This is an optimization exercise on Yosys and OpenROAD, whose aim is small area, a short achievable clock period and few clock cycles per item, not a production implementation.
Function was checked by simulation only, so behaviour that the tests miss may differ from the original.
Power is estimated from default activity; no workload was simulated.

==> flow/design.v <==
module exec_unit (
  input  logic        clk,
  input  logic        reset,
  input  logic        valid_in,
  input  logic [3:0]  Aluop,
  input  logic [1:0]  SHTOp,
  input  logic [31:0] srca,
  input  logic [31:0] srcb,
  input  logic [4:0]  shamt,
  input  logic        shvar,
  input  logic        mfhi,
  input  logic        mflo,
  output logic [31:0] result,
  output logic        valid_out,
  output logic        overflow,
  output logic        busy,
  output logic [31:0] hi,
  output logic [31:0] lo
);
  localparam logic [3:0] OP_ADDU = 4'b0000;
  localparam logic [3:0] OP_ADD  = 4'b0001;
  localparam logic [3:0] OP_SUBU = 4'b0010;
  localparam logic [3:0] OP_SUB  = 4'b0011;
  localparam logic [3:0] OP_AND  = 4'b0100;
  localparam logic [3:0] OP_OR   = 4'b0101;
  localparam logic [3:0] OP_NOR  = 4'b0110;
  localparam logic [3:0] OP_XOR  = 4'b0111;
  localparam logic [3:0] OP_SLTU = 4'b1000;
  localparam logic [3:0] OP_SLT  = 4'b1001;
  localparam logic [3:0] OP_MULT = 4'b1010;
  localparam logic [3:0] OP_MULU = 4'b1011;
  localparam logic [3:0] OP_DIV  = 4'b1100;
  localparam logic [3:0] OP_DIVU = 4'b1101;
  localparam logic [3:0] OP_LUI  = 4'b1110;
  localparam logic [1:0] SH_SLL = 2'b01;
  localparam logic [1:0] SH_SRL = 2'b10;
  localparam logic [1:0] SH_SRA = 2'b11;
  typedef enum logic [2:0] {S_IDLE, S_MUL, S_DSET, S_DIV, S_FIX} state_t;
  state_t      r_state;
  logic [31:0] r_result;
  logic        r_valid_out;
  logic        r_overflow;
  logic        r_busy;
  logic [31:0] r_hi;
  logic [31:0] r_lo;
  logic        r_neg_q;      
  logic        r_neg_r;      
  logic [31:0] r_a;          
  logic [31:0] r_b;          
  logic [3:0]  r_dig;        
  logic [4:0]  r_cnt;        
  logic [4:0]  w_amt;
  logic        w_is_md;
  logic        w_md_signed;
  logic        w_b_zero;
  logic [31:0] w_result;
  logic        w_overflow;
  logic [2:0]  w_mdig;
  logic [31:0] w_bp;
  logic [31:0] w_nega;
  logic [31:0] w_negb;
  logic [31:0] w_absa;
  logic        w_sa;
  logic        w_sb;
  logic        w_sbp;
  logic        w_a_zero;
  assign w_amt       = shvar ? srca[4:0] : shamt;
  assign w_md_signed = !Aluop[0];
  assign w_b_zero    = (srcb == 32'd0);
  assign w_a_zero    = (srca == 32'd0);
  assign w_nega      = 32'd0 - srca;
  assign w_negb      = 32'd0 - srcb;
  assign w_sa        = w_md_signed && srca[31];
  assign w_sb        = w_md_signed && srcb[31];
  assign w_absa      = w_sa ? w_nega : srca;
  assign w_sbp       = w_sa ? (!w_b_zero && !srcb[31]) : w_sb;
  assign w_bp        = w_sa ? w_negb : srcb;
  assign w_is_md     = !mfhi && !mflo && (SHTOp == 2'b00) &&
                       ((Aluop == OP_MULT) || (Aluop == OP_MULU) ||
                        (Aluop == OP_DIV)  || (Aluop == OP_DIVU));
  always_comb begin
    logic [31:0] m;
    logic        z, o, nz, fits;
    w_mdig = 3'd7;
    for (int n = 7; n >= 1; n--) begin
      m    = 32'hFFFF_FFFF << (4*n);
      z    = (srcb & m) == 32'd0;
      o    = (srcb & m) == m;
      nz   = (srcb & ~m) != 32'd0;
      if (!w_md_signed)  fits = z;
      else if (!srcb[31]) fits = z;
      else if (w_sa)      fits = o && nz;
      else                fits = o;
      if (fits) w_mdig = n - 1;
    end
  end
  logic        w_sub;
  logic [31:0] w_bx;
  logic [32:0] w_add;
  logic        w_lt_u;
  logic        w_lt_s;
  logic [31:0] w_sh_in;
  logic [32:0] w_sh_ext;
  logic [31:0] w_sh_out;
  logic [31:0] w_shift;
  logic        w_sel_hi, w_sel_lo, w_sel_sh, w_sel_alu;
  assign w_sub  = (Aluop == OP_SUBU) || (Aluop == OP_SUB) ||
                  (Aluop == OP_SLTU) || (Aluop == OP_SLT);
  assign w_bx   = w_sub ? ~srcb : srcb;
  assign w_add  = {1'b0, srca} + {1'b0, w_bx} + {32'd0, w_sub};
  assign w_lt_u = !w_add[32];
  assign w_lt_s = (srca[31] ^ srcb[31]) ? srca[31] : w_add[31];
  always_comb begin
    for (int i = 0; i < 32; i++)
      w_sh_in[i] = (SHTOp == SH_SLL) ? srcb[31 - i] : srcb[i];
  end
  assign w_sh_ext = {(SHTOp == SH_SRA) & srcb[31], w_sh_in};
  logic [32:0] w_sh_full;
  assign w_sh_full = $signed(w_sh_ext) >>> w_amt;
  assign w_sh_out  = w_sh_full[31:0];
  always_comb begin
    for (int i = 0; i < 32; i++)
      w_shift[i] = (SHTOp == SH_SLL) ? w_sh_out[31 - i] : w_sh_out[i];
  end
  assign w_sel_hi  = mfhi;
  assign w_sel_lo  = !mfhi && mflo;
  assign w_sel_sh  = !mfhi && !mflo && (SHTOp != 2'b00);
  assign w_sel_alu = !mfhi && !mflo && (SHTOp == 2'b00);
  logic [31:0] w_alu;
  always_comb begin
    case (Aluop)
      OP_ADDU, OP_ADD, OP_SUBU, OP_SUB: w_alu = w_add[31:0];
      OP_AND:  w_alu = srca & srcb;
      OP_OR:   w_alu = srca | srcb;
      OP_NOR:  w_alu = ~(srca | srcb);
      OP_XOR:  w_alu = srca ^ srcb;
      OP_SLTU: w_alu = {31'd0, w_lt_u};
      OP_SLT:  w_alu = {31'd0, w_lt_s};
      OP_LUI:  w_alu = {srcb[15:0], 16'h0000};
      default: w_alu = 32'd0;
    endcase
  end
  assign w_result = ({32{w_sel_hi}}  & r_hi)    |
                    ({32{w_sel_lo}}  & r_lo)    |
                    ({32{w_sel_sh}}  & w_shift) |
                    ({32{w_sel_alu}} & w_alu);
  assign w_overflow = w_sel_alu && ((Aluop == OP_ADD) || (Aluop == OP_SUB)) &&
                      (srca[31] == w_bx[31]) && (w_add[31] != srca[31]);
  function automatic logic [127:0] f_csa(input logic [63:0] x, input logic [63:0] y,
                                         input logic [63:0] z);
    f_csa = {((x & y) | (x & z) | (y & z)) << 1, x ^ y ^ z};
  endfunction
  logic [3:0]   w_dig;
  logic [63:0]  w_r0, w_r1, w_r2, w_r3, w_r4;
  logic [127:0] w_l1, w_l2, w_l3;
  logic [63:0]  w_mul_next;
  assign w_dig = r_dig;
  assign w_r0  = {r_hi[27:0], r_lo, 4'd0};
  assign w_r1  = {32'd0, r_a & {32{w_dig[0]}}};
  assign w_r2  = {31'd0, r_a & {32{w_dig[1]}}, 1'd0};
  assign w_r3  = {30'd0, r_a & {32{w_dig[2]}}, 2'd0};
  assign w_r4  = {29'd0, r_a & {32{w_dig[3]}}, 3'd0};
  assign w_l1  = f_csa(w_r1, w_r2, w_r3);
  assign w_l2  = f_csa(w_l1[63:0], w_l1[127:64], w_r4);
  assign w_l3  = f_csa(w_l2[63:0], w_l2[127:64], w_r0);
  logic [37:0] w_mul_low;
  assign w_mul_low  = {1'b0, w_l3[36:0]} + {1'b0, w_l3[100:64]};
  logic [26:0] w_mul_up1;
  assign w_mul_up1  = r_hi[27:1] + 27'd1;
  assign w_mul_next = {w_mul_low[37] ? w_mul_up1 : r_hi[27:1], w_mul_low[36:0]};
  function automatic logic [5:0] f_bitlen(input logic [31:0] x);
    f_bitlen = 6'd0;
    for (int i = 0; i < 32; i++)
      if (x[i]) f_bitlen = i + 1;
  endfunction
  logic [5:0]  w_la;
  logic [5:0]  w_lb;
  logic [5:0]  w_ldiff;
  assign w_la    = f_bitlen(r_hi);
  assign w_lb    = f_bitlen(r_b);
  assign w_ldiff = w_la - w_lb;
  logic [33:0] w_sub1;
  logic        w_q1;
  logic [31:0] w_rem1;
  logic [33:0] w_sub2;
  logic        w_q2;
  logic [31:0] w_rem2;
  assign w_sub1 = {2'b00, r_hi} - {1'b0, r_b, 1'b0};
  assign w_q1   = !w_sub1[33];
  assign w_rem1 = w_q1 ? w_sub1[31:0] : r_hi;
  assign w_sub2 = {2'b00, w_rem1} - {2'b00, r_b};
  assign w_q2   = !w_sub2[33];
  assign w_rem2 = w_q2 ? w_sub2[31:0] : w_rem1;
  always_ff @(posedge clk) begin
    r_result   <= w_result;
    r_overflow <= w_overflow;
  end
  always_ff @(posedge clk) begin
    r_valid_out <= 1'b0;
    case (r_state)
      S_IDLE: begin
        if (valid_in) begin
          if (w_is_md) begin
            r_neg_q <= w_sa ^ w_sb;
            r_neg_r <= w_sa;
            r_a     <= w_absa;
            if (Aluop[2]) begin
              r_b  <= w_sb ? w_negb : srcb;
              r_lo <= w_b_zero ? 32'hFFFF_FFFF : 32'd0;
              if (w_b_zero)
                r_hi <= srca;
              else
                r_hi <= w_absa;
              if (!w_b_zero) begin
                r_state <= S_DSET;
                r_busy  <= 1'b1;
              end
            end else begin
              r_b   <= w_bp;
              r_dig <= w_bp[4*w_mdig +: 4];
              if (w_sbp) begin
                r_hi <= {32{!w_a_zero}};
                r_lo <= w_sa ? srca : w_nega;
              end else begin
                r_hi <= 32'd0;
                r_lo <= 32'd0;
              end
              r_cnt <= {2'b00, w_mdig};
              if (!w_b_zero) begin
                r_state <= S_MUL;
                r_busy  <= 1'b1;
              end
            end
          end else begin
            r_valid_out <= 1'b1;
          end
        end
      end
      S_MUL: begin
        {r_hi, r_lo} <= w_mul_next;
        r_cnt <= r_cnt - 5'd1;
        r_dig <= r_b[4*(r_cnt[2:0] - 3'd1) +: 4];
        if (r_cnt[2:0] == 3'd0) begin
          r_state <= S_IDLE;
          r_busy  <= 1'b0;
        end
      end
      S_DSET: begin
        if (w_la < w_lb) begin
          if (r_neg_r) begin
            r_state <= S_FIX;
          end else begin
            r_state <= S_IDLE;
            r_busy  <= 1'b0;
          end
        end else begin
          r_b     <= r_b << {w_ldiff[4:1], 1'b0};
          r_cnt   <= {1'b0, w_ldiff[4:1]};
          r_state <= S_DIV;
        end
      end
      S_DIV: begin
        r_hi  <= w_rem2;
        r_lo  <= {r_lo[29:0], w_q1, w_q2};
        r_b   <= {2'b00, r_b[31:2]};
        r_cnt <= r_cnt - 5'd1;
        if (r_cnt == 5'd0) begin
          if (r_neg_q || r_neg_r) begin
            r_state <= S_FIX;
          end else begin
            r_state <= S_IDLE;
            r_busy  <= 1'b0;
          end
        end
      end
      S_FIX: begin
        if (r_neg_r) r_hi <= 32'd0 - r_hi;
        if (r_neg_q) r_lo <= 32'd0 - r_lo;
        r_state <= S_IDLE;
        r_busy  <= 1'b0;
      end
      default: begin
        r_state <= S_IDLE;
        r_busy  <= 1'b0;
      end
    endcase
    if (reset) begin
      r_state     <= S_IDLE;
      r_valid_out <= 1'b0;
      r_busy      <= 1'b0;
      r_hi        <= 32'd0;
      r_lo        <= 32'd0;
    end
  end
  assign result    = r_result;
  assign valid_out = r_valid_out;
  assign overflow  = r_overflow;
  assign busy      = r_busy;
  assign hi        = r_hi;
  assign lo        = r_lo;
endmodule
==> flow/flow/run.sh <==
#!/bin/bash
# The standard layout, with the ports buffered by sky130_fd_sc_hd__buf_2 rather
# than the cell buffer_ports picks by default (a clock delay buffer). The full
# output of the flow goes to flow_standard.log in this folder; ORFS's own
# per-step logs are under orfs/logs/.
set -euo pipefail
bash standard.sh "BUFFER_PORTS_ARGS=-buffer_cell sky130_fd_sc_hd__buf_2" finish > flow_standard.log 2>&1
==> flow/standard.sh <==
#!/bin/bash
# synth_recipe.tcl (not shown) runs the flow's synth.tcl, then flattens the netlist and writes it again
# the make line also repeats each setting of config.mk as NAME=value (left out here)
make -C /OpenROAD-flow-scripts/flow DESIGN_CONFIG=/design/flow/config.mk WORK_HOME=/design/flow/orfs CLKGATE_MAP_FILE= SYNTH_SCRIPT=/design/flow/synth_recipe.tcl "${@:-finish}"
==> flow/config.mk <==
export PLATFORM = sky130hd
export DESIGN_NAME = exec_unit
export DESIGN_NICKNAME = exec_unit
export VERILOG_FILES = /design/flow/design.v
export SDC_FILE = /design/flow/constraint.sdc
export NUM_CORES = 4
export LEC_CHECK = 0
export CAP_MARGIN = 20
export CORE_MARGIN = 2
export CORE_UTILIZATION = 40
export SETUP_SLACK_MARGIN = 2.5
export SLEW_MARGIN = 20
==> flow/constraint.sdc <==
create_clock -name core_clock -period 8.0 [get_ports {clk}]
set_input_delay 1.6000 -clock core_clock [delete_from_list [all_inputs] [get_ports {clk}]]
set_output_delay 1.6000 -clock core_clock [all_outputs]
set_load 0.01 [all_outputs]
==> notes.md, run 1 <==
Initial Utilization: 40.4%
via count of the first global-routing pass: 31300
first-pass GRT wire length: 210000 um
Die Span Y: 278 um
Std-Cell Rows: 100
Mapped Cells: 4013
Overflow after GRT: 0
initial antenna violation count: 11
Slew Viols, Final: 0
hold_sp: r_busy
Syn Std Cell Area: 0.0301 sq mm
global placer's final weighted congestion: 1.05
CP Launch Type: input pin
Hold WC Path Type: reg -> reg
reg2reg end: r_hi[22]
Hold Path End: r_busy
Final min period: 5.58 ns
clock buffer count from CTS: 17
worst reg2reg path depth: 28
post-placement setup slack: 1.17 ns
combinational share of power: 51.9%
via count: 34200
grt met3 use: 9.50%
Post-DP HPWL: 110000 um
internal cell power: 2.23 mW
Pre-antenna DRT Iters: 8
CTS tree: built
core area: 0.0744 sq mm
Max Root-Sink Buffers: 2
CP Capture Type: flop
Power per Cell Area: 118 mW/mm^2
Routed Antenna Nets: 0
ratio of cells with drive above 1 in the final layout: 17.1%
RSZ-0062 raised after global routing: true
CTS Hold Bufs: 0
largest net degree at the start of global routing: 58
Final Cycle Share: 69.7%
crit path DAT: 5.89 ns
critical path peak fanout: 12
gr usage total: 36.2%
met2 usage: 53.4%
switching share of power: 45.4%
Vias/cell: 6.66
Reg2Reg Launch Point: r_b[11]
Netlist cell types: 86
part of the power in registers: 24.3%
cell mode on critical path: xnor2_1
nets@finish: 4528
flops & latches, synth: 177
final setup fails: 0
synth warn: 1
met1 Usage GRT: 47.1%
final setup TNS: 0 ns
syn_area_per_cell: 7.49 sq um
P_leak: 14.2 nW
status: complete, no violations
Max-Slew Margin vs Limit: 23.4%
Power, Total: 4.09 mW
Max-Cap Viols: 0
wire per inst: 28.4 um
fin area: 0.0347 sq mm
Final Worst Setup Slack: 2.42 ns
number of synthesized flops with an enable pin: 75
Die Wd: 278 um
register area share after synthesis: 14.3%
power share of the clock group: 23.8%
clock root buffer: clkbuf_16
drt total wl: 146000 um
DP Area: 0.0321 sq mm
I/O Buffers: 179
die area: 0.0774 sq mm
H-tree depth: 4
Post-Syn Nets: 4400
CP Data Required Time: 8.31 ns
actual slew at the worst max-slew pin: 1.14 ns
Worst VDD drop: 0.000196 V
Cells on Worst Hold Path: 2
Clock Pin Slew Worst Setup and Hold Paths: 0.08 ns
Fin Clk Skew: 0.0207 ns
NetSw: 1.86 mW
R2R setup slack: 2.49 ns
Most used DFF post-synth: dfxtp_1
asr flop ratio synth: 0%
slowest stage cell, crit path: a221oi_1
utilization of the core after routing: 46.6%
most used routing layer: met2
Highest Clock Rate: 179 MHz
CTS sink cnt: 177
clock latency (worst-skew pair): 0.53 ns
Final Hold Viols: 0
area grow syn2layout: 15.4%
initial detailed-routing violation count: 4886
crit path kind: in -> reg
CP Cell Sequence: buf_2 -> xor2_1 -> nor2b_4 -> buf_12 -> xnor2_1 -> ha_1 -> or3_1 -> a311oi_1 -> o21bai_1 -> xnor2_1 -> o21ai_0 -> a221oi_1 -> nand2_1
# DRC: 0
# IOs: 180
critical path's largest stage delay: 1.00 ns
[cell usage after synthesis, types with 23 or more instances]
master | number | area share, %
nand4_1 | 36 | 0.75
or4_1 | 23 | 0.57
nor2b_1 | 28 | 0.58
nor4_1 | 43 | 0.89
and2_1 | 142 | 3.0
inv_1 | 145 | 1.8
xor2_1 | 58 | 1.7
o21a_1 | 24 | 0.60
ha_1 | 209 | 8.7
a211oi_1 | 53 | 1.3
o21ai_0 | 277 | 4.6
nand3_1 | 80 | 1.3
or3_1 | 28 | 0.58
mux2_2 | 33 | 1.2
nand2_1 | 379 | 4.7
a21oi_1 | 368 | 6.1
nor3_1 | 102 | 1.7
o211ai_1 | 53 | 1.3
a31oi_1 | 37 | 0.77
dfxtp_1 | 102 | 6.8
and3_1 | 30 | 0.62
mux2i_1 | 135 | 4.5
mux4_2 | 30 | 2.2
a221oi_1 | 50 | 1.5
clkbuf_1 | 242 | 3.0
nor2_1 | 384 | 4.8
a21o_1 | 63 | 1.6
a22oi_1 | 23 | 0.57
edfxtp_1 | 75 | 7.5
nand2b_1 | 36 | 0.75
xnor2_1 | 272 | 7.9
fa_1 | 97 | 6.5
[layout make-up]
type | instances | area [sq um]
Fill cell | 7486 | 39800
Multi-Input combinational cell | 3406 | 25300
Sequential cell | 177 | 4300
Timing Repair Buffer | 386 | 2590
Tap cell | 969 | 1210
Inverter | 153 | 586
Clock buffer | 21 | 493
Clock inverter | 11 | 136
Antenna cell | 7 | 17.5
[worst max path at each step]
stage | start | end | slack [ns] | depth (start not counted)
floorplan | r_b[9] | r_hi[13] | 2.53 | 25
global placement | r_hi[1] | r_hi[19] | 1.34 | 27
detailed placement | r_hi[1] | r_hi[13] | 1.17 | 24
CTS | r_hi[2] | r_b[7] | 2.50 | 22
global route | r_b[5] | r_hi[19] | 2.28 | 25
finish | Aluop[3] | r_result[8] | 2.42 | 13
[worst max-delay path, delay by kind of cell]
kind	cells	cell delay (ns)
buf+inv	2	0.41
simple gates	3	1.10
fa+ha+maj	1	0.23
xor+xnor	3	0.54
compound gates	4	1.98
[repair_timing]
| action | 4_1_cts | 5_1_grt |
|---|---|---|
| gates cloned | 0 | 4 |
| buffers inserted | 49 | 47 |
| endpoints found under the setup margin | 53 | 69 |
| gates resized for setup | 74 | 168 |
| pin swaps | 19 | 65 |
[power by group through the flow]
stage          sequential (mW)  combinational, mW  clock [mW]
2_1_floorplan             1.02               1.37           0
3_3_place_gp              1.02               1.97           0
3_5_place_dp              1.02               1.97           0
4_1_cts                  0.992               2.00       0.977
5_1_grt                  0.995               2.27        1.00
6_report                 0.993               2.13       0.975
[cells by family after synthesis]
family	count (synthesis)	synth area share, %
XOR/XNOR	330	9.62
buffers and inverters	432	5.49
multiplexers	198	7.98
AND/OR/NAND/NOR	1360	21.6
adder cells (fa/ha/maj)	306	15.2
flip-flops	177	14.3
AO/OA/AOI/OAI	1210	25.9
[routing by layer]
| metal | vias up | routed length [um] |
|---|---|---|
| met3 | 533 | 17800 |
| met2 | 2444 | 61200 |
| met5 | - | 13 |
| li1 | 14900 | - |
| met1 | 16300 | 56100 |
| met4 | 2 | 10800 |
[layout by cell type, fill, tap and decap left out, drive strengths merged, types with 22 or more instances in the layout]
cell      n
and3     30
nand3    80
mux2     33
mux2i   135
mux4     30
o21a     24
xor2     59
nor2    384
buf     385
a21oi   369
xnor2   272
nor3    103
or4      24
ha      209
edfxtp   75
a221oi   51
inv     147
o21ai   279
a21o     63
nor4     44
nand4    36
a211oi   53
o221ai   22
and2    142
a22oi    23
o21bai   22
dfxtp   102
a31oi    37
fa       97
nand2b   36
o211ai   53
nor2b    28
or3      32
nand2   381
[registers in the layout, summed over array words and instances (netlist names)]
register	cells
r_a	32
r_b	32
r_busy	1
r_cnt	5
r_dig	4
r_hi	32
r_lo	32
r_neg_q	1
r_neg_r	1
r_overflow	1
r_result	32
r_state	3
r_valid_out	1
[metrics by stage]
step | std cells | hold WS, ns
2_1_floorplan | 4013 | 0.500
3_3_place_gp | 4990 | 0.490
3_5_place_dp | 4990 | 0.516
4_1_cts | 5071 | 0.549
5_1_grt | 5125 | 0.592
6_report | 5130 | 0.563
Testbench counts, summed over its fixed seeds: cycles 5,965, ops 3,216.
==> run 2, diff against run 1 <==
--- a/flow/config.mk
+++ b/flow/config.mk
@@ -10,3 +10,4 @@
 export CORE_UTILIZATION = 40
 export SETUP_SLACK_MARGIN = 2.5
 export SLEW_MARGIN = 20
+export TNS_END_PERCENT = 5
==> notes.md, run 2 <==
CTS tree: built
Most used DFF post-synth: dfxtp_1
CTS sink cnt: 177
top-area cell type share of the netlist area: 8.70%
Die Span Y: 278 um
P_leak: 14.0 nW
Clock Pin Slew Worst Setup and Hold Paths: 0.09 ns
via count: 33900
Mapped Cells: 4013
crit path kind: reg -> reg
Syn Std Cell Area: 0.0301 sq mm
Vias/cell: 6.65
crit path DAT: 6.03 ns
filler cell count: 7498
CP Data Required Time: 8.46 ns
Pre-antenna DRT Iters: 8
synth warn: 1
most frequent cells in the layout: nand2_1, nor2_1, a21oi_1, xnor2_1, o21ai_0
Max-Slew Margin vs Limit: 23.2%
Synth area leaders: ha_1, xnor2_1, edfxtp_1, dfxtp_1, fa_1
critical path peak fanout: 11
final setup TNS: 0 ns
CP Capture Type: flop
initial detailed-routing violation count: 4991
ratio of cells with drive above 1 in the final layout: 15.4%
Reg area: 0.00431 sq mm
final std cells w/o fill: 5100
Max Root-Sink Buffers: 2
Std-Cell Rows: 100
Post-Syn Nets: 4400
flops & latches, synth: 177
Slew Viols, Final: 0
number of synthesized flops with an enable pin: 75
H-tree depth: 4
most common cell after layout, fill and taps aside: nand2_1
asr flop ratio synth: 0%
global placer's final weighted congestion: 1.05
Overflow after GRT: 0
Final Cycle Share: 69.7%
initial antenna violation count: 10
synth cell count leaders: nor2_1, nand2_1, a21oi_1
Setup crit start: r_dig[0]
syn_area_per_cell: 7.49 sq um
I/O Buffers: 179
top-count cell post-synth: nor2_1
actual slew at the worst max-slew pin: 1.15 ns
area of the multi-input gates: 0.0250 sq mm
area grow syn2layout: 13.1%
Die Wd: 278 um
hold_sp: r_busy
Hold WC Path Type: reg -> reg
RSZ-0062 raised after global routing: true
clock root buffer: clkbuf_16
core area: 0.0744 sq mm
die area: 0.0774 sq mm
status: complete, no violations
Final Hold Viols: 0
Cells on Worst Hold Path: 2
Max-Cap Viols: 0
clock latency (worst-skew pair): 0.54 ns
Fin Clk Skew: 0.0308 ns
worst reg2reg path depth: 17
first-pass GRT wire length: 210000 um
Worst VDD drop: 0.000182 V
Highest Clock Rate: 179 MHz
CTS Hold Bufs: 0
Final min period: 5.57 ns
Reg2Reg Launch Point: r_dig[0]
# IOs: 180
Netlist cell types: 86
drt total wl: 146000 um
clock buffer count from CTS: 17
post-synth top area cell: ha_1
final setup fails: 0
# DRC: 0
Power per Cell Area: 119 mW/mm^2
Initial Utilization: 40.4%
Placed Cells: 4979
wire per inst: 28.5 um
largest net degree at the start of global routing: 66
register area share after synthesis: 14.3%
via count of the first global-routing pass: 31300
Post-DP HPWL: 110000 um
gr usage total: 36.2%
nets@finish: 4500
CP Launch Type: flop
Routed Antenna Nets: 0
[run 2: layer usage]
metal,GRT usage [%],wire length [um],share of wire (%),vias to the layer above
met5,0,13,0.0089,-
met4,22.3,10300,7.1,2
met3,8.10,16300,11,486
met2,53.9,61700,42,2325
met1,47.4,57200,39,16200
li1,-,-,-,14800
[run 2: where the power goes]
part / internal [mW] / switching [mW] / leakage, nW
clock: 0.440 / 0.486 / 0.275
combinational: 0.770 / 1.35 / 12.2
sequential: 0.971 / 0.0241 / 1.50
[run 2: critical path: stages, from the launching register on]
cell       delay [ns]
edfxtp_1         0.39
buf_4            0.16
buf_12           0.14
buf_4            0.17
and2_1           0.15
fa_1             0.47
fa_1             0.52
fa_1             0.42
ha_1             0.42
nand3_1          0.20
a2111oi_2        0.07
buf_4            0.14
or4_4            0.60
o21ai_4          0.32
a21o_1           0.29
a311oi_1         0.12
a211oi_1         0.70
a211o_1          0.19
[run 2: final cells by class]
cell class | count | area share (%)
Antenna cell | 5 | 0.0368
Timing Repair Buffer | 359 | 6.84
Multi-Input combinational cell | 3405 | 73.5
Clock buffer | 18 | 1.26
Tap cell | 969 | 3.57
Clock inverter | 14 | 0.423
Sequential cell | 177 | 12.7
Inverter | 153 | 1.72
[run 2: cell families after synthesis]
logic type               Yosys count  share of synthesized area, %
AND/OR/NAND/NOR                 1360                          21.6
AO/OA/AOI/OAI                   1210                          25.9
buffers and inverters            432                          5.49
XOR/XNOR                         330                          9.62
adder cells (fa/ha/maj)          306                          15.2
multiplexers                     198                          7.98
flip-flops                       177                          14.3
[run 2: worst paths after layout]
check / endpoint / slack [ns]
max: r_hi[11] / 2.43
min: r_busy / 0.53
max reg2reg: r_hi[11] / 2.43
min reg2reg: r_busy / 0.53
[run 2: repair_timing]
item                                    in CTS  in global routing
endpoints found under the setup margin      71                111
buffers inserted                            30                 52
gates resized for setup                     61                126
endpoints found under the hold margin        0                  0
pin swaps                                   12                 41
cloned                                       0                  2
[run 2: metrics by stage]
stage                     total power [mW]  utilization, %  instance area [sq um]  setup WS [ns]  hold slack [ns]
after floorplan                       2.39               -                  30100           2.40            0.500
after global placement                3.00            42.9                  32000           1.39            0.489
after detailed placement              2.99            42.9                  32000           1.24            0.511
after CTS                             3.93            44.3                  33000           2.32            0.546
after global routing                  4.22            45.6                  34000           2.30            0.566
final                                 4.04            45.7                  34000           2.43            0.530
==> run 3, diff against run 2 <==
--- a/flow/config.mk
+++ b/flow/config.mk
@@ -8,6 +8,6 @@
 export CAP_MARGIN = 20
 export CORE_MARGIN = 2
 export CORE_UTILIZATION = 40
-export SETUP_SLACK_MARGIN = 2.5
+export SETUP_SLACK_MARGIN = 2.3
 export SLEW_MARGIN = 20
 export TNS_END_PERCENT = 5
==> notes.md, run 3 <==
Netlist cell types: 86
Max-Cap Viols: 0
crit path kind: reg -> reg
Worst VDD drop: 0.000177 V
drt total wl: 145000 um
Synth area leaders: ha_1, xnor2_1, edfxtp_1, dfxtp_1, fa_1
initial antenna violation count: 11
initial detailed-routing violation count: 4773
ratio of cells with drive above 1 in the final layout: 13.1%
Final Cycle Share: 72.8%
Initial Utilization: 40.4%
Post-DP HPWL: 111000 um
largest net degree at the start of global routing: 66
crit path DAT: 6.20 ns
post-placement setup slack: 1.20 ns
P_leak: 13.8 nW
Std-Cell Rows: 100
I/O Buffers: 179
top-count cell post-synth: nor2_1
top-area cell type share of the netlist area: 8.70%
CTS tree: built
Slew Viols, Final: 0
CP Capture Type: flop
Placed Cells: 4978
CP Launch Type: flop
final setup TNS: 0 ns
clock buffer count from CTS: 17
flops & latches, synth: 177
register area share after synthesis: 14.3%
wire per inst: 28.6 um
clock root buffer: clkbuf_16
asr flop ratio synth: 0%
Power per Cell Area: 119 mW/mm^2
core area: 0.0744 sq mm
# DRC: 0
Most used DFF post-synth: dfxtp_1
combinational share of power: 52.2%
Die Wd: 278 um
synth warn: 1
clock latency (worst-skew pair): 0.53 ns
status: complete, no violations
syn_area_per_cell: 7.49 sq um
via count: 33600
actual slew at the worst max-slew pin: 1.23 ns
Final min period: 5.82 ns
via count of the first global-routing pass: 31200
first-pass GRT wire length: 210000 um
area grow syn2layout: 10.6%
final setup fails: 0
Routed Antenna Nets: 0
Final Hold Viols: 0
switching share of power: 46.0%
Vias/cell: 6.63
RSZ-0062 raised after global routing: true
global placer's final weighted congestion: 1.05
most frequent cells in the layout: nor2_1, nand2_1, a21oi_1, xnor2_1, o21ai_0
final std cells w/o fill: 5067
Max-Slew Margin vs Limit: 17.1%
Pre-antenna DRT Iters: 7
Mapped Cells: 4013
Highest Clock Rate: 172 MHz
Syn Std Cell Area: 0.0301 sq mm
power share of the clock group: 22.6%
Fin Clk Skew: 0.0192 ns
synth cell count leaders: nor2_1, nand2_1, a21oi_1
Die Span Y: 278 um
# IOs: 180
gr usage total: 36.2%
number of synthesized flops with an enable pin: 75
Max Root-Sink Buffers: 2
nets@finish: 4465
NetSw: 1.82 mW
Clock Pin Slew Worst Setup and Hold Paths: 0.09 ns
post-synth top area cell: ha_1
Post-Syn Nets: 4400
H-tree depth: 4
R2R setup slack: 2.18 ns
critical path peak fanout: 9
Final Worst Setup Slack: 2.18 ns
Overflow after GRT: 0
Hold WC Path Type: reg -> reg
CP Data Required Time: 8.38 ns
internal cell power: 2.14 mW
die area: 0.0774 sq mm
CTS sink cnt: 177
part of the power in registers: 25.2%
-- run 3: cell counts after synthesis --
No cell type changed its count.
-- run 3: per-layer routing --
layer,wire [um],global-route usage (%)
met5,7,0
met4,9780,21.1
met3,16400,8.52
met2,61300,54.7
met1,57100,47.1
-- run 3: timing repair --
| item | in CTS | in global routing |
|---|---|---|
| cloned | 0 | 1 |
| gates resized for setup | 33 | 50 |
| hold buffers | 0 | 0 |
| hold endpoints to repair | 0 | 0 |
| pin swaps | 3 | 13 |
| endpoints found under the setup margin | 41 | 77 |
| buffers inserted | 14 | 35 |
-- run 3: final cells by class --
| cell class | count | area (sq um) |
|---|---|---|
| flip-flops and latches | 177 | 4300 |
| multi-input cells | 3405 | 24500 |
| well taps | 969 | 1210 |
| diodes | 7 | 17.5 |
| inverters | 153 | 581 |
| clock buffers | 20 | 458 |
| fillers | 7580 | 41200 |
| repair buffers | 324 | 2050 |
| clock inverters | 12 | 93.8 |
-- run 3: power by group through the flow --
| stage | logic (mW) | clock network (mW) | registers, mW |
|---|---|---|---|
| 6_report | 2.07 | 0.893 | 0.996 |
| 5_1_grt | 2.20 | 0.921 | 0.997 |
| 4_1_cts | 1.98 | 0.897 | 0.995 |
| 3_5_place_dp | 1.97 | 0 | 1.02 |
| 3_3_place_gp | 1.97 | 0 | 1.02 |
| 2_1_floorplan | 1.37 | 0 | 1.02 |
-- run 3: final timing paths --
path,startpoint,to,depth (start not counted)
hold reg to reg,r_lo[30],r_lo[30],2
hold / removal,r_lo[30],r_lo[30],2
setup reg to reg,r_b[3],r_hi[14],22
setup / recovery,r_b[3],r_hi[14],22
-- run 3: critical path, cell delays in order (launching register included) --
cell and delay, ns:
edfxtp_1 0.50, inv_1 0.08, buf_4 0.18, ha_1 0.34, o21ai_0 0.14, o21ai_2 0.28, nand4_1 0.18, and2_4 0.22
a211o_4 0.36, a21oi_4 0.25, nor2_4 0.12, mux2_2 0.34, ha_1 0.35, a21o_1 0.23, a21o_1 0.23, a211o_1 0.31
a21oi_4 0.22, a21oi_1 0.12, nor2_1 0.18, buf_4 0.23, nor2_1 0.07, a21oi_1 0.55, o22ai_1 0.17
-- run 3: logic make-up after synthesis --
logic type | count (synthesis) | synth area share [%]
and+or+nand+nor | 1360 | 21.6
AOI/OAI and AO/OA | 1210 | 25.9
buffers and inverters | 432 | 5.49
xor gates and xnor gates | 330 | 9.62
adders and majority gates | 306 | 15.2
muxes | 198 | 7.98
DFF | 177 | 14.3
-- run 3: per-stage QoR --
step	util [%]	area (sq um)	hold slack, ns	total power, mW
floorplan	-	30100	0.500	2.39
global placement	42.9	32000	0.533	2.99
detailed placement	42.9	32000	0.538	2.98
CTS	44.0	32800	0.550	3.87
global route	44.6	33200	0.562	4.12
finish	44.7	33200	0.554	3.96
==> run 4, diff against run 3 <==
--- a/flow/design.v
+++ b/flow/design.v
@@ -59,6 +59,7 @@
   logic [31:0] w_bp;
   logic [31:0] w_nega;
   logic [31:0] w_negb;
+  logic        w_fix;
   logic [31:0] w_absa;
   logic        w_sa;
   logic        w_sb;
@@ -68,8 +69,9 @@
   assign w_md_signed = !Aluop[0];
   assign w_b_zero    = (srcb == 32'd0);
   assign w_a_zero    = (srca == 32'd0);
-  assign w_nega      = 32'd0 - srca;
-  assign w_negb      = 32'd0 - srcb;
+  assign w_fix       = (r_state == S_FIX);
+  assign w_nega      = 32'd0 - (w_fix ? r_hi : srca);
+  assign w_negb      = 32'd0 - (w_fix ? r_lo : srcb);
   assign w_sa        = w_md_signed && srca[31];
   assign w_sb        = w_md_signed && srcb[31];
   assign w_absa      = w_sa ? w_nega : srca;
@@ -274,8 +276,8 @@
         end
       end
       S_FIX: begin
-        if (r_neg_r) r_hi <= 32'd0 - r_hi;
-        if (r_neg_q) r_lo <= 32'd0 - r_lo;
+        if (r_neg_r) r_hi <= w_nega;
+        if (r_neg_q) r_lo <= w_negb;
         r_state <= S_IDLE;
         r_busy  <= 1'b0;
       end
--- a/flow/config.mk
+++ b/flow/config.mk
@@ -8,6 +8,5 @@
 export CAP_MARGIN = 20
 export CORE_MARGIN = 2
 export CORE_UTILIZATION = 40
-export SETUP_SLACK_MARGIN = 2.3
+export SETUP_SLACK_MARGIN = 2.5
 export SLEW_MARGIN = 20
-export TNS_END_PERCENT = 5
==> notes.md, run 4 <==
grt met3 use: 15.1%
actual slew at the worst max-slew pin: 1.36 ns
Mapped Cells: 4119
Post-Syn Nets: 4502
Netlist cell types: 92
Final Worst Setup Slack: 2.50 ns
top-area cell type share of the netlist area: 8.32%
die area: 0.0793 sq mm
Final Cycle Share: 68.8%
met1 Usage GRT: 55.9%
Max-Slew Margin vs Limit: 8.26%
asr flop ratio synth: 0%
combinational share of power: 83.8%
drt total wl: 173000 um
Pre-antenna DRT Iters: 12
# DRC: 0
core area: 0.0761 sq mm
# IOs: 180
part of the power in registers: 10.0%
global placer's final weighted congestion: 1.08
Syn Std Cell Area: 0.0308 sq mm
met2 usage: 59.1%
Clock Pin Slew Worst Setup and Hold Paths: 0.09 ns
nets@finish: 4602
CP Launch Type: flop
Hold WC Path Type: reg -> reg
P_leak: 14.4 nW
flops & latches, synth: 177
via count: 36400
H-tree depth: 4
crit path DAT: 5.94 ns
internal cell power: 6.22 mW
final setup fails: 0
first-pass GRT wire length: 241000 um
ratio of cells with drive above 1 in the final layout: 16.9%
post-placement setup slack: 1.19 ns
Power per Cell Area: 419 mW/mm^2
Overflow after GRT: 0
Final Hold Viols: 0
initial detailed-routing violation count: 6275
Slew Viols, Final: 0
fin area: 0.0352 sq mm
initial antenna violation count: 12
Routed Antenna Nets: 0
CTS sink cnt: 177
clock buffer count from CTS: 17
most used routing layer: met2
via count of the first global-routing pass: 32500
Synth area leaders: ha_1, edfxtp_1, dfxtp_1, fa_1, a21oi_1
CTS Hold Bufs: 0
number of synthesized flops with an enable pin: 75
Die Wd: 282 um
Max-Cap Viols: 0
Vias/cell: 6.90
status: complete, no violations
post-synth top area cell: ha_1
syn_area_per_cell: 7.48 sq um
most common cell after layout, fill and taps aside: nand2_1
synth cell count leaders: nand2_1, a21oi_1, nor2_1
Worst VDD drop: 0.000827 V
register area share after synthesis: 13.9%
Final min period: 5.50 ns
Hold Slack: 0.618 ns
Die Span Y: 282 um
top-count cell post-synth: nand2_1
CTS tree: built
clock latency (worst-skew pair): 0.54 ns
Initial Utilization: 40.5%
RSZ-0062 raised after global routing: true
Max Root-Sink Buffers: 2
CP Data Required Time: 8.44 ns
critical path peak fanout: 12
Fin Clk Skew: 0.0224 ns
CP Capture Type: flop
power share of the clock group: 6.2%
largest net degree at the start of global routing: 66
synth warn: 1
NetSw: 8.52 mW
clock root buffer: clkbuf_16
gr usage total: 42.3%
final setup TNS: 0 ns
switching share of power: 57.8%
area grow syn2layout: 14.1%
I/O Buffers: 179
most frequent cells in the layout: nand2_1, nor2_1, a21oi_1, o21ai_0, buf_4
Std-Cell Rows: 101
crit path kind: reg -> reg
DP Area: 0.0329 sq mm
Highest Clock Rate: 182 MHz
wire per inst: 32.8 um
Most used DFF post-synth: dfxtp_1
Post-DP HPWL: 131000 um
## run 4: power groups by stage
| stage | registers (mW) | logic, mW | clock network, mW |
|---|---|---|---|
| 6_report | 1.47 | 12.3 | 0.919 |
| 5_1_grt | 1.48 | 13.1 | 0.946 |
| 4_1_cts | 1.46 | 11.6 | 0.920 |
| 3_5_place_dp | 1.52 | 11.3 | 0 |
| 3_3_place_gp | 1.52 | 11.3 | 0 |
| 2_1_floorplan | 1.43 | 7.91 | 0 |
## run 4: final timing paths
| kind | cells past startpoint | slack (ns) | end | start |
|---|---|---|---|---|
| worst max-delay path | 20 | 2.50 | r_hi[30] | r_dig[2] |
| worst min-delay path | 2 | 0.62 | r_busy | r_busy |
| worst max register to register | 20 | 2.50 | r_hi[30] | r_dig[2] |
| worst min register to register | 2 | 0.62 | r_busy | r_busy |
## run 4: what timing repair did
| action | CTS | global route |
|---|---|---|
| gates resized for setup | 65 | 141 |
| cloned | 1 | 2 |
| endpoints found under the setup margin | 61 | 103 |
| buffers inserted | 50 | 34 |
| pin swaps | 25 | 48 |
## run 4: cell families (layout without fill, tap and decap cells)
logic type | after synthesis | in the layout | synth area share, %
other | 0 | 6 | 0
multiplexers | 242 | 242 | 10.2
adder cells (fa/ha/maj) | 302 | 302 | 14.6
AO/OA/AOI/OAI | 1296 | 1296 | 26.9
AND/OR/NAND/NOR | 1385 | 1386 | 21.5
XOR/XNOR | 242 | 242 | 6.88
buffers and inverters | 475 | 587 | 5.99
flip-flops | 177 | 177 | 13.9
## run 4: worst max-delay path, stage by stage (launching register included)
cell and delay [ns]:
edfxtp_1 0.45, buf_12 0.18, and2_1 0.15, fa_1 0.55, fa_1 0.44, fa_1 0.47
ha_1 0.43, nand2_1 0.09, o211ai_1 0.27, o21ai_0 0.15, o21ai_2 0.27, a211oi_2 0.12
buf_4 0.18, a2bb2oi_1 0.15, buf_4 0.23, buf_12 0.15, or2_2 0.38, nor2_1 0.19
xnor2_1 0.16, a21oi_1 0.11, a311oi_1 0.29
## run 4: final cells by class
class                      count  area [sq um]
antenna                        6          15.0
multi-input combinational   3468         25600
timing repair buffer         395          2720
clock buffer                  17           425
tap                         1030          1290
fill                        7817         40900
clock inverter                15           169
sequential                   177          4300
inverter                     160           616
## run 4: per-stage QoR
| stage | util, % | power [mW] | cells |
|---|---|---|---|
| 2_1_floorplan | - | 9.33 | 4119 |
| 3_5_place_dp | 43.3 | 12.8 | 5140 |
| 4_1_cts | 45.0 | 14.0 | 5223 |
| 3_3_place_gp | 43.3 | 12.8 | 5140 |
| 5_1_grt | 46.2 | 15.5 | 5262 |
| 6_report | 46.2 | 14.7 | 5268 |
## run 4: routing by layer
metal	up-vias	share of wire (%)
met5	-	0.13
met4	16	7.1
met3	618	15
met2	2859	39
met1	17500	39
li1	15400	-
Testbench counts of run 4, summed over its fixed seeds: cycles 5,965, ops 3,216.

[separate check: timing with driven ports]
The flow's constraints put no driver on any port. The routed layouts listed below were extracted and timed again, unchanged, in two steps. Step 1 sets driving cells, clkbuf_16 on the clock port and buf_2 on the other inputs (assumed; they add their load-dependent delay and slew). Step 2 times the ports against the registers' clock, not the clock port: input delays grow and output delays shrink by t, the midpoint of the rising clock arrivals with the driver on. a / b / c = ideal ports / drivers / drivers and shift; a / b = the first two.
| run | t (ns) | setup slack, ns | hold slack, ns | worst setup path at the end | worst register clock-pin slew, ns |
|---|---|---|---|---|---|
| run 1 | 0.589 | 2.420 / 2.468 / 1.879 | 0.563 / 0.563 / 0.563 | input to register | 0.09 / 0.09 |
| run 2 | 0.578 | 2.425 / 2.425 / 1.872 | 0.530 / 0.530 / 0.530 | input to register | 0.10 / 0.10 |
| run 3 | 0.584 | 2.178 / 2.178 / 1.818 | 0.554 / 0.554 / 0.554 | input to register | 0.09 / 0.09 |
| run 4 | 0.595 | 2.496 / 2.496 / 1.955 | 0.618 / 0.618 / 0.618 | input to register | 0.10 / 0.10 |
After both steps every run listed still meets setup and hold. For run 2, which loses most, drivers alone change the setup slack by 0.000 ns; drivers and shift together by -0.553 ns.
